What follows belongs to an exercise in optimizing a design on an open flow for small area, a short achievable clock period and few clock cycles per item; a production flow would make more cautious choices.

Setup of north:
==> module fp_div_classify, before the edit <==
module fp_div_classify
(
    input  wire logic                        clk,
    input  wire logic                        reset,
    input  wire logic                        in_valid,
    input  wire logic [8+23:0] a,
    input  wire logic [8+23:0] b,
    output logic                             out_valid,
    output logic                             sign,
    output logic [8-1:0]             a_exp,
    output logic [8-1:0]             b_exp,
    output logic [25-1:0]             rem_s,
    output logic [6:0]                       rem_c_hi,
    output logic [23-1:0]             b_frac,
    output logic                             q1_is_two
);
    localparam int SIGN_BIT = 8 + 23;
    logic                 q1_two;
    always_comb
    begin
        case (b[23-1:23-3])
            3'd0:    q1_two = a[23-1];
            3'd1:    q1_two = a[23-1] & a[23-2];
            3'd2:    q1_two = &a[23-1:23-3];
            default: q1_two = 1'b0;
        endcase
    end
    always_ff @(posedge clk)
    begin
        if (reset)
            out_valid <= 1'b0;
        else
            out_valid <= in_valid;
    end
    always_ff @(posedge clk)
    begin
        sign   <= a[SIGN_BIT] ^ b[SIGN_BIT];
        a_exp  <= a[SIGN_BIT-1:23];
        b_exp  <= b[SIGN_BIT-1:23];
        rem_s  <= {2'b01, a[23-1:0]};
        rem_c_hi <= q1_two ? {1'b1, b[23-1:23-6]} : {2'b01, b[23-1:23-5]};
        b_frac <= b[23-1:0];
        q1_is_two <= q1_two;
    end
endmodule
==> module fp_div_top, before the edit <==
module fp_div_top
(
    input  wire logic                        clk,
    input  wire logic                        reset,
    input  wire logic                        in_valid,
    input  wire logic [8+23:0] a,
    input  wire logic [8+23:0] b,
    output logic                             out_valid,
    output logic [8+23:0]     result,
    output logic                             exception,
    output logic                             overflow,
    output logic                             underflow
);
    localparam int NST = 12;
    localparam int R   = 1;
    logic                  st_valid  [0:NST];
    logic                  st_sign   [0:NST];
    logic [8-1:0]  st_a_exp;
    logic [8-1:0]  st_b_exp;
    logic                  st_exc;
    logic                  st_zero;
    fp_div_pkg::exp_t      st_exp_lo;
    logic [8:0]    st_ecode  [0:NST];
    logic [23-1:0]  st_b_frac [0:NST];
    fp_div_pkg::rem_t      st_s      [0:NST];
    fp_div_pkg::rem_t      st_c      [0:NST];
    fp_div_pkg::dig_t      st_qs     [0:NST];
    fp_div_pkg::dig_t      st_q1     [0:NST];
    fp_div_pkg::dig_t      st_q2     [0:NST];
    logic                  q1_two;
    logic [6:0]            rem_c_hi;
    fp_div_classify u_classify
    (
        .clk       (clk),
        .reset     (reset),
        .in_valid  (in_valid),
        .a         (a),
        .b         (b),
        .out_valid (st_valid[0]),
        .sign      (st_sign[0]),
        .a_exp     (st_a_exp),
        .b_exp     (st_b_exp),
        .rem_s     (st_s[0]),
        .rem_c_hi  (rem_c_hi),
        .b_frac    (st_b_frac[0]),
        .q1_is_two (q1_two)
    );
    assign st_c[0]  = {rem_c_hi, q1_two ? {st_b_frac[0][23-7:0], 1'b0} : st_b_frac[0][23-6:0]};
    assign st_qs[0] = '0;
    assign st_q1[0] = '0;
    assign st_q2[0] = {q1_two, {(13-1){1'b0}}};
    assign st_exc    = (&st_a_exp) || (&st_b_exp) || (st_b_exp == '0);
    assign st_zero   = (st_a_exp == '0);
    assign st_exp_lo = fp_div_pkg::exp_t'({2'b00, st_a_exp}) - fp_div_pkg::exp_t'({2'b00, st_b_exp})
                       + fp_div_pkg::exp_t'(127 - 1);
    always_comb
    begin
        if (st_exc)
            st_ecode[0] = {1'b1, 8'(3)};
        else if (st_zero)
            st_ecode[0] = {1'b1, 8'(2)};
        else if (st_exp_lo >= fp_div_pkg::exp_t'(255))
            st_ecode[0] = {1'b1, 8'(1)};
        else if (st_exp_lo < fp_div_pkg::exp_t'(0))
            st_ecode[0] = {1'b1, 8'(0)};
        else
            st_ecode[0] = {1'b0, st_exp_lo[8-1:0]};
    end
    for (genvar i = 0; i < NST; i++)
    begin : g_div
        localparam int FIRST = 2 + i * R;
        localparam int NROWS = (13 + 1 - FIRST < R) ? 13 + 1 - FIRST : R;
        fp_div_mant_stage
        #(
            .FIRST (FIRST),
            .NROWS (NROWS)
        )
        u_stage
        (
            .clk        (clk),
            .reset      (reset),
            .in_valid   (st_valid[i]),
            .in_sign    (st_sign[i]),
            .in_ecode   (st_ecode[i]),
            .in_b_frac  (st_b_frac[i]),
            .in_s       (st_s[i]),
            .in_c       (st_c[i]),
            .in_qs      (st_qs[i]),
            .in_q1      (st_q1[i]),
            .in_q2      (st_q2[i]),
            .out_valid  (st_valid[i+1]),
            .out_sign   (st_sign[i+1]),
            .out_ecode  (st_ecode[i+1]),
            .out_b_frac (st_b_frac[i+1]),
            .out_s      (st_s[i+1]),
            .out_c      (st_c[i+1]),
            .out_qs     (st_qs[i+1]),
            .out_q1     (st_q1[i+1]),
            .out_q2     (st_q2[i+1])
        );
    end
    fp_div_pack u_pack
    (
        .clk       (clk),
        .reset     (reset),
        .in_valid  (st_valid[NST]),
        .in_sign   (st_sign[NST]),
        .in_ecode  (st_ecode[NST]),
        .in_s      (st_s[NST]),
        .in_c      (st_c[NST]),
        .in_qs     (st_qs[NST]),
        .in_q1     (st_q1[NST]),
        .in_q2     (st_q2[NST]),
        .out_valid (out_valid),
        .result    (result),
        .exception (exception),
        .overflow  (overflow),
        .underflow (underflow)
    );
endmodule
clock: 15.0 ns
lec_check: 0
cap_margin: 20
core_margin: 2
core_utilization: 40
cts_cluster_diameter: 150
cts_cluster_size: 26
slew_margin: 20
standard.sh (not shown) runs the stock make flow with config.mk's settings and CLKGATE_MAP_FILE= SYNTH_SCRIPT=/design/flow/synth_recipe.tcl, a recipe that flattens the netlist after the stock synthesis.
==> flow/flow/run.sh <==
#!/bin/bash
# Standard synthesis, then the standard layout with repair_timing aiming for
# extra setup slack (the SDC and the clock period are unchanged), and the
# smallest buffer on each port.
set -euo pipefail
bash standard.sh synth > synth.log 2>&1
bash standard.sh SETUP_SLACK_MARGIN=10.8 "BUFFER_PORTS_ARGS=-buffer_cell sky130_fd_sc_hd__buf_1" finish > layout.log 2>&1
north completed end to end with timing, DRC and antenna clean.
--- input diff north..south ---
--- a/flow/design.v
+++ b/flow/design.v
@@ -47,16 +47,14 @@
         logic ge_1;
         logic ge_2;
         case (dh)
-            3'd0:       m2 = 8'sd24;
-            3'd1:       m2 = 8'sd28;
-            3'd2, 3'd3: m2 = 8'sd32;
-            3'd4:       m2 = 8'sd36;
-            3'd7:       m2 = 8'sd44;
-            default:    m2 = 8'sd40;
+            3'd0:         begin mn1 = -8'sd26; m2 = 8'sd25; end
+            3'd1:         begin mn1 = -8'sd29; m2 = 8'sd28; end
+            3'd2, 3'd3:   begin mn1 = -8'sd33; m2 = 8'sd32; end
+            3'd4, 3'd5:   begin mn1 = -8'sd40; m2 = 8'sd38; end
+            default:      begin mn1 = -8'sd45; m2 = 8'sd44; end
         endcase
-        m1  = dh[2] ? 8'sd12 : 8'sd8;
-        m0  = ~m1;
-        mn1 = ~m2;
+        m0 = dh[2] ? -8'sd12 : -8'sd10;
+        m1 = dh[2] ? 8'sd12 : 8'sd8;
         ge_n1 = ge7(y, mn1);
         ge_0  = ge7(y, m0);
         ge_1  = ge7(y, m1);
@@ -80,19 +78,12 @@
     output logic [25-1:0]             rem_s,
     output logic [6:0]                       rem_c_hi,
     output logic [23-1:0]             b_frac,
-    output logic                             q1_is_two
+    output logic                             q1_two
 );
     localparam int SIGN_BIT = 8 + 23;
-    logic                 q1_two;
-    always_comb
-    begin
-        case (b[23-1:23-3])
-            3'd0:    q1_two = a[23-1];
-            3'd1:    q1_two = a[23-1] & a[23-2];
-            3'd2:    q1_two = &a[23-1:23-3];
-            default: q1_two = 1'b0;
-        endcase
-    end
+    logic [2:0]           q1_sel;
+    assign q1_sel = fp_div_pkg::sel4({4'b0001, a[23-1:23-4]},
+                                     b[23-1:23-3]);
     always_ff @(posedge clk)
     begin
         if (reset)
@@ -106,9 +97,9 @@
         a_exp  <= a[SIGN_BIT-1:23];
         b_exp  <= b[SIGN_BIT-1:23];
         rem_s  <= {2'b01, a[23-1:0]};
-        rem_c_hi <= q1_two ? {1'b1, b[23-1:23-6]} : {2'b01, b[23-1:23-5]};
+        rem_c_hi <= q1_sel[0] ? {1'b1, b[23-1:23-6]} : {2'b01, b[23-1:23-5]};
         b_frac <= b[23-1:0];
-        q1_is_two <= q1_two;
+        q1_two <= q1_sel[0];
     end
 endmodule
 `default_nettype wire
@@ -383,7 +374,7 @@
         .rem_s     (st_s[0]),
         .rem_c_hi  (rem_c_hi),
         .b_frac    (st_b_frac[0]),
-        .q1_is_two (q1_two)
+        .q1_two    (q1_two)
     );
     assign st_c[0]  = {rem_c_hi, q1_two ? {st_b_frac[0][23-7:0], 1'b0} : st_b_frac[0][23-6:0]};
     assign st_qs[0] = '0;
[summary]
Of south and north, it is south that has the lower logic depth of the worst path, buffers included. On adder and majority gate portion of the synthesized area, south and north are basically level. Final wirelength is higher on south. Tightest hold margin: south vs north, no meaningful difference. north → south: via count flat; maximum frequency up 1.1%. south ran to completion and came out clean on the timing, design-rule and antenna checks. Compared with north, in south area of all placed cells without fillers fell 0.50%, maximum number of pins on one net before global-route repair fell 1.
No functional check of the RTL was part of any run of this note.

* * *

## 05-26
fp_div_top, a different RTL version from the one above (not shown whole).
Size in the first run: ~4000 cells after synthesis, about 1300 flip-flops, about 48000 µm² of cells after synthesis.
Design fp_div_top, start of the top module:
module fp_div_top
(
    input  wire logic                        clk,
    input  wire logic                        reset,
    input  wire logic                        in_valid,
    input  wire logic [8+23:0] a,
    input  wire logic [8+23:0] b,
    output logic                             out_valid,
    output logic [8+23:0]     result,
    output logic                             exception,
    output logic                             overflow,
    output logic                             underflow
);
==> module fp_div_pack, before the edit <==
module fp_div_pack
(
    input  wire logic                   clk,
    input  wire logic                   reset,
    input  wire logic                   in_valid,
    input  wire logic                   in_sign,
    input  wire logic [8:0]     in_ecode,
    input  wire logic [25-1:0]   in_s,    
    input  wire logic [25-1:0]   in_c,    
    input  wire logic [13-1:0] in_qs,
    input  wire logic [13-1:0] in_q1,
    input  wire logic [13-1:0] in_q2,
    output logic                        out_valid,
    output logic [8+23:0] result,
    output logic                        exception,
    output logic                        overflow,
    output logic                        underflow
);
    localparam int W = 25;
    localparam int QW = 2 * 13;
    logic [W-1:0]                 wsum;
    logic                         neg;
    logic [QW-1:0]                qpos;
    logic [QW-1:0]                qneg;
    logic [QW-1:0]                qsum;
    logic [25-1:0]        qall;
    logic [25-1:0]        quot;
    logic                         norm_hi;
    logic [23-1:0]         frac;
    logic                         special;
    logic [8-1:0]         ev;
    logic [8-1:0]         exp_res;
    logic                         exc;
    logic                         zero;
    logic                         ovf;
    logic                         unf;
    logic [8+23:0] result_next;
    assign wsum = ~in_s + ~in_c;
    assign neg  = wsum[W-1];
    always_comb
    begin
        for (int i = 0; i < 13; i++)
        begin
            qpos[2*i +: 2] = in_qs[i] ? {in_q2[i], in_q1[i]} : 2'b00;
            qneg[2*i +: 2] = in_qs[i] ? 2'b00 : {in_q2[i], in_q1[i]};
        end
        qpos[QW-1 -: 2] = {in_q2[13-1], ~in_q2[13-1]};
        qneg[QW-1 -: 2] = 2'b00;
    end
    assign qsum = qpos + ~qneg;
    always_comb
    begin
        qall[0] = 1'b1;
        for (int i = 1; i < 25; i++)
            qall[i] = qall[i-1] & qsum[i-1];
    end
    assign quot = qsum[25-1:0] ^ (qall & {25{~neg}});
    assign norm_hi = quot[25-1];
    assign frac    = norm_hi ? quot[25-2:1] : quot[25-3:0];
    assign special = in_ecode[8];
    assign ev      = in_ecode[8-1:0];
    assign exp_res = norm_hi ? ev + 8'(1) : ev;
    assign exc  = special & ev[1] & ev[0];
    assign zero = special & ev[1] & ~ev[0];
    assign ovf  = special ? (~ev[1] & ev[0])  : (norm_hi & (ev == 8'(255 - 1)));
    assign unf  = special ? (~ev[1] & ~ev[0]) : (~norm_hi & (ev == '0));
    always_comb
    begin
        if (exc)
            result_next = '1;
        else if (zero || unf)
            result_next = {in_sign, {(8 + 23){1'b0}}};
        else if (ovf)
            result_next = {in_sign, {8{1'b1}}, {23{1'b0}}};
        else
            result_next = {in_sign, exp_res, frac};
    end
    always_ff @(posedge clk)
    begin
        if (reset)
        begin
            out_valid <= 1'b0;
            exception <= 1'b0;
            overflow  <= 1'b0;
            underflow <= 1'b0;
        end
        else
        begin
            out_valid <= in_valid;
            exception <= in_valid && exc;
            overflow  <= in_valid && ovf;
            underflow <= in_valid && unf;
        end
    end
    always_ff @(posedge clk)
    begin
        result <= result_next;
    end
endmodule
export LEC_CHECK = 0
export CAP_MARGIN = 20
export CORE_MARGIN = 2
export CORE_UTILIZATION = 40
export CTS_CLUSTER_DIAMETER = 150
export CTS_CLUSTER_SIZE = 26
export SLEW_MARGIN = 20
create_clock -name core_clock -period 15.0 [get_ports {clk}]
==> flow/flow/run.sh <==
#!/bin/bash
# Standard synthesis, then the standard layout with repair_timing aiming for
# extra setup slack (the SDC and the clock period are unchanged).
set -euo pipefail
bash standard.sh synth > synth.log 2>&1
bash standard.sh SETUP_SLACK_MARGIN=10.8 finish > layout.log 2>&1
Input-level comparison between 01-07 and 05-26:
--- a/flow/design.v
+++ b/flow/design.v
@@ -1,6 +1,40 @@
 `default_nettype none
 package fp_div_pkg;
+    function automatic logic carry_out(input logic [23:0] g, input logic [23:0] p);
+        logic [23:0] gt;
+        logic [23:0] pt;
+        gt = g;
+        pt = p;
+        for (int lvl = 0; lvl < 5; lvl++)
+        begin
+            for (int k = 0; k < 12; k++)
+            begin
+                if (2 * k + 1 < ((24 + (1 << lvl) - 1) >> lvl))
+                begin
+                    gt[k] = gt[2*k+1] | (pt[2*k+1] & gt[2*k]);
+                    pt[k] = pt[2*k+1] & pt[2*k];
+                end
+                else if (2 * k < ((24 + (1 << lvl) - 1) >> lvl))
+                begin
+                    gt[k] = gt[2*k];
+                    pt[k] = pt[2*k];
+                end
+            end
+        end
+        carry_out = gt[0];
+    endfunction
+    function automatic logic ge7(input logic [6:0] a, input logic [6:0] b);
+        logic [6:0] ua;
+        logic [6:0] ub;
+        logic       c;
+        ua = a ^ 7'h40;
+        ub = b ^ 7'h40;
+        c  = 1'b1;
+        for (int i = 0; i < 7; i++)
+            c = (ua[i] & ~ub[i]) | ((ua[i] | ~ub[i]) & c);
+        ge7 = c;
+    endfunction
     typedef logic [25-1:0] rem_t;
     typedef logic [13-1:0] dig_t;
     typedef logic signed [8+1:0] exp_t;
     function automatic logic [2:0] sel4(input logic signed [6:0] y, input logic [2:0] dh);
@@ -23,12 +57,12 @@
             default: begin mn1 = -7'sd25; m2 = 7'sd24; end
         endcase
         m0 = dh[2] ? -7'sd7 : -7'sd5;
         m1 = dh[2] ? 7'sd6 : 7'sd4;
-        ge_n1 = (y >= mn1);
-        ge_0  = (y >= m0);
-        ge_1  = (y >= m1);
-        ge_2  = (y >= m2);
+        ge_n1 = ge7(y, mn1);
+        ge_0  = ge7(y, m0);
+        ge_1  = ge7(y, m1);
+        ge_2  = ge7(y, m2);
         sel4 = {ge_1, (ge_1 & ~ge_2) | (ge_n1 & ~ge_0), ge_2 | ~ge_n1};
     endfunction
 endpackage
 `default_nettype wire
@@ -190,9 +224,11 @@
     output logic                        underflow
 );
     localparam int W = 25;
     localparam int QW = 2 * 13;
-    logic [W-1:0]                 wsum;
+    logic [W-2:0]                 gg;
+    logic [W-2:0]                 pp;
+    logic                         cin_top;
     logic                         neg;
     logic [QW-1:0]                qpos;
     logic [QW-1:0]                qneg;
     logic [QW-1:0]                qsum;
@@ -207,10 +243,16 @@
     logic                         zero;
     logic                         ovf;
     logic                         unf;
     logic [8+23:0] result_next;
-    assign wsum = ~in_s + ~in_c;
-    assign neg  = wsum[W-1];
+    always_comb
+    begin
+        gg = in_s[W-2:0] & in_c[W-2:0];
+        pp = in_s[W-2:0] | in_c[W-2:0];
+        gg[0] = pp[0];
+        cin_top = fp_div_pkg::carry_out(gg, pp);
+    end
+    assign neg = ~(in_s[W-1] ^ in_c[W-1] ^ cin_top);
     always_comb
     begin
         for (int i = 0; i < 13; i++)
         begin
- All of 01-07 and 05-26 finish clean.
- Post-synthesis share of cell area spent on and, or, nand and nor gates in 01-07 vs 05-26: up 0.23 points
- Compared with 05-26, 01-07 shows a higher fraction of the core area covered by cells at the end of the flow.
- Comparing 01-07 with 05-26, the post-CTS clock slew at the launch and capture registers of the worst setup and hold paths came out essentially unchanged.
- On area of the die: between 01-07 and 05-26, it ends up lower for 01-07.
- Going from 05-26 to 01-07, area after synthesis shrank by a few percent.
- Well tap count: 01-07 < 05-26
- Looking only at global-route usage over all layers, and setting everything else aside, the higher value of 01-07 and 05-26 goes to 01-07.
- Compared with 05-26, 01-07 shows final clock period utilization by the worst path higher by 0.33 points.
- In 01-07 the sum of routed wire length over all layers turned out 4.7 mm higher than in 05-26.
No functional check of the RTL was part of any run of this note.

[static timing again, ports no longer ideal]
Ports are ideal in the flow. The routed layouts listed here were re-timed in OpenROAD. Step 1 assumes that a clkbuf_16 drives the clock port and a buf_2 every other input. Step 2 moves the port delays by t, midway between the first and last clock arrival at a register: inputs arrive t later, outputs are due t later. That takes back most of the time a late clock gives input paths. Slacks: no drivers / after step 1 / after step 2; pairs: no drivers / after step 1.
run | t (ns) | setup slack, ns | hold WS [ns] | worst setup path after step 2 | worst slew at a driven data input, ns
north | 0.691 | 10.820 / 10.794 / 10.820 | 0.322 / 0.322 / 0.322 | register to register | 0.04
south | 0.716 | 10.867 / 10.799 / 10.234 | 0.321 / 0.321 / 0.321 | input to register | 0.04
05-26 | 0.698 | 10.870 / 10.800 / 10.247 | 0.298 / 0.298 / 0.298 | input to register | 0.09
01-07 | 0.730 | 10.821 / 10.756 / 10.546 | 0.324 / 0.324 / 0.324 | input to register | 0.05
After both steps setup and hold are still met in every run listed. The setup slack of south, which loses most, moves by -0.068 ns with the drivers and by -0.633 ns with both steps.
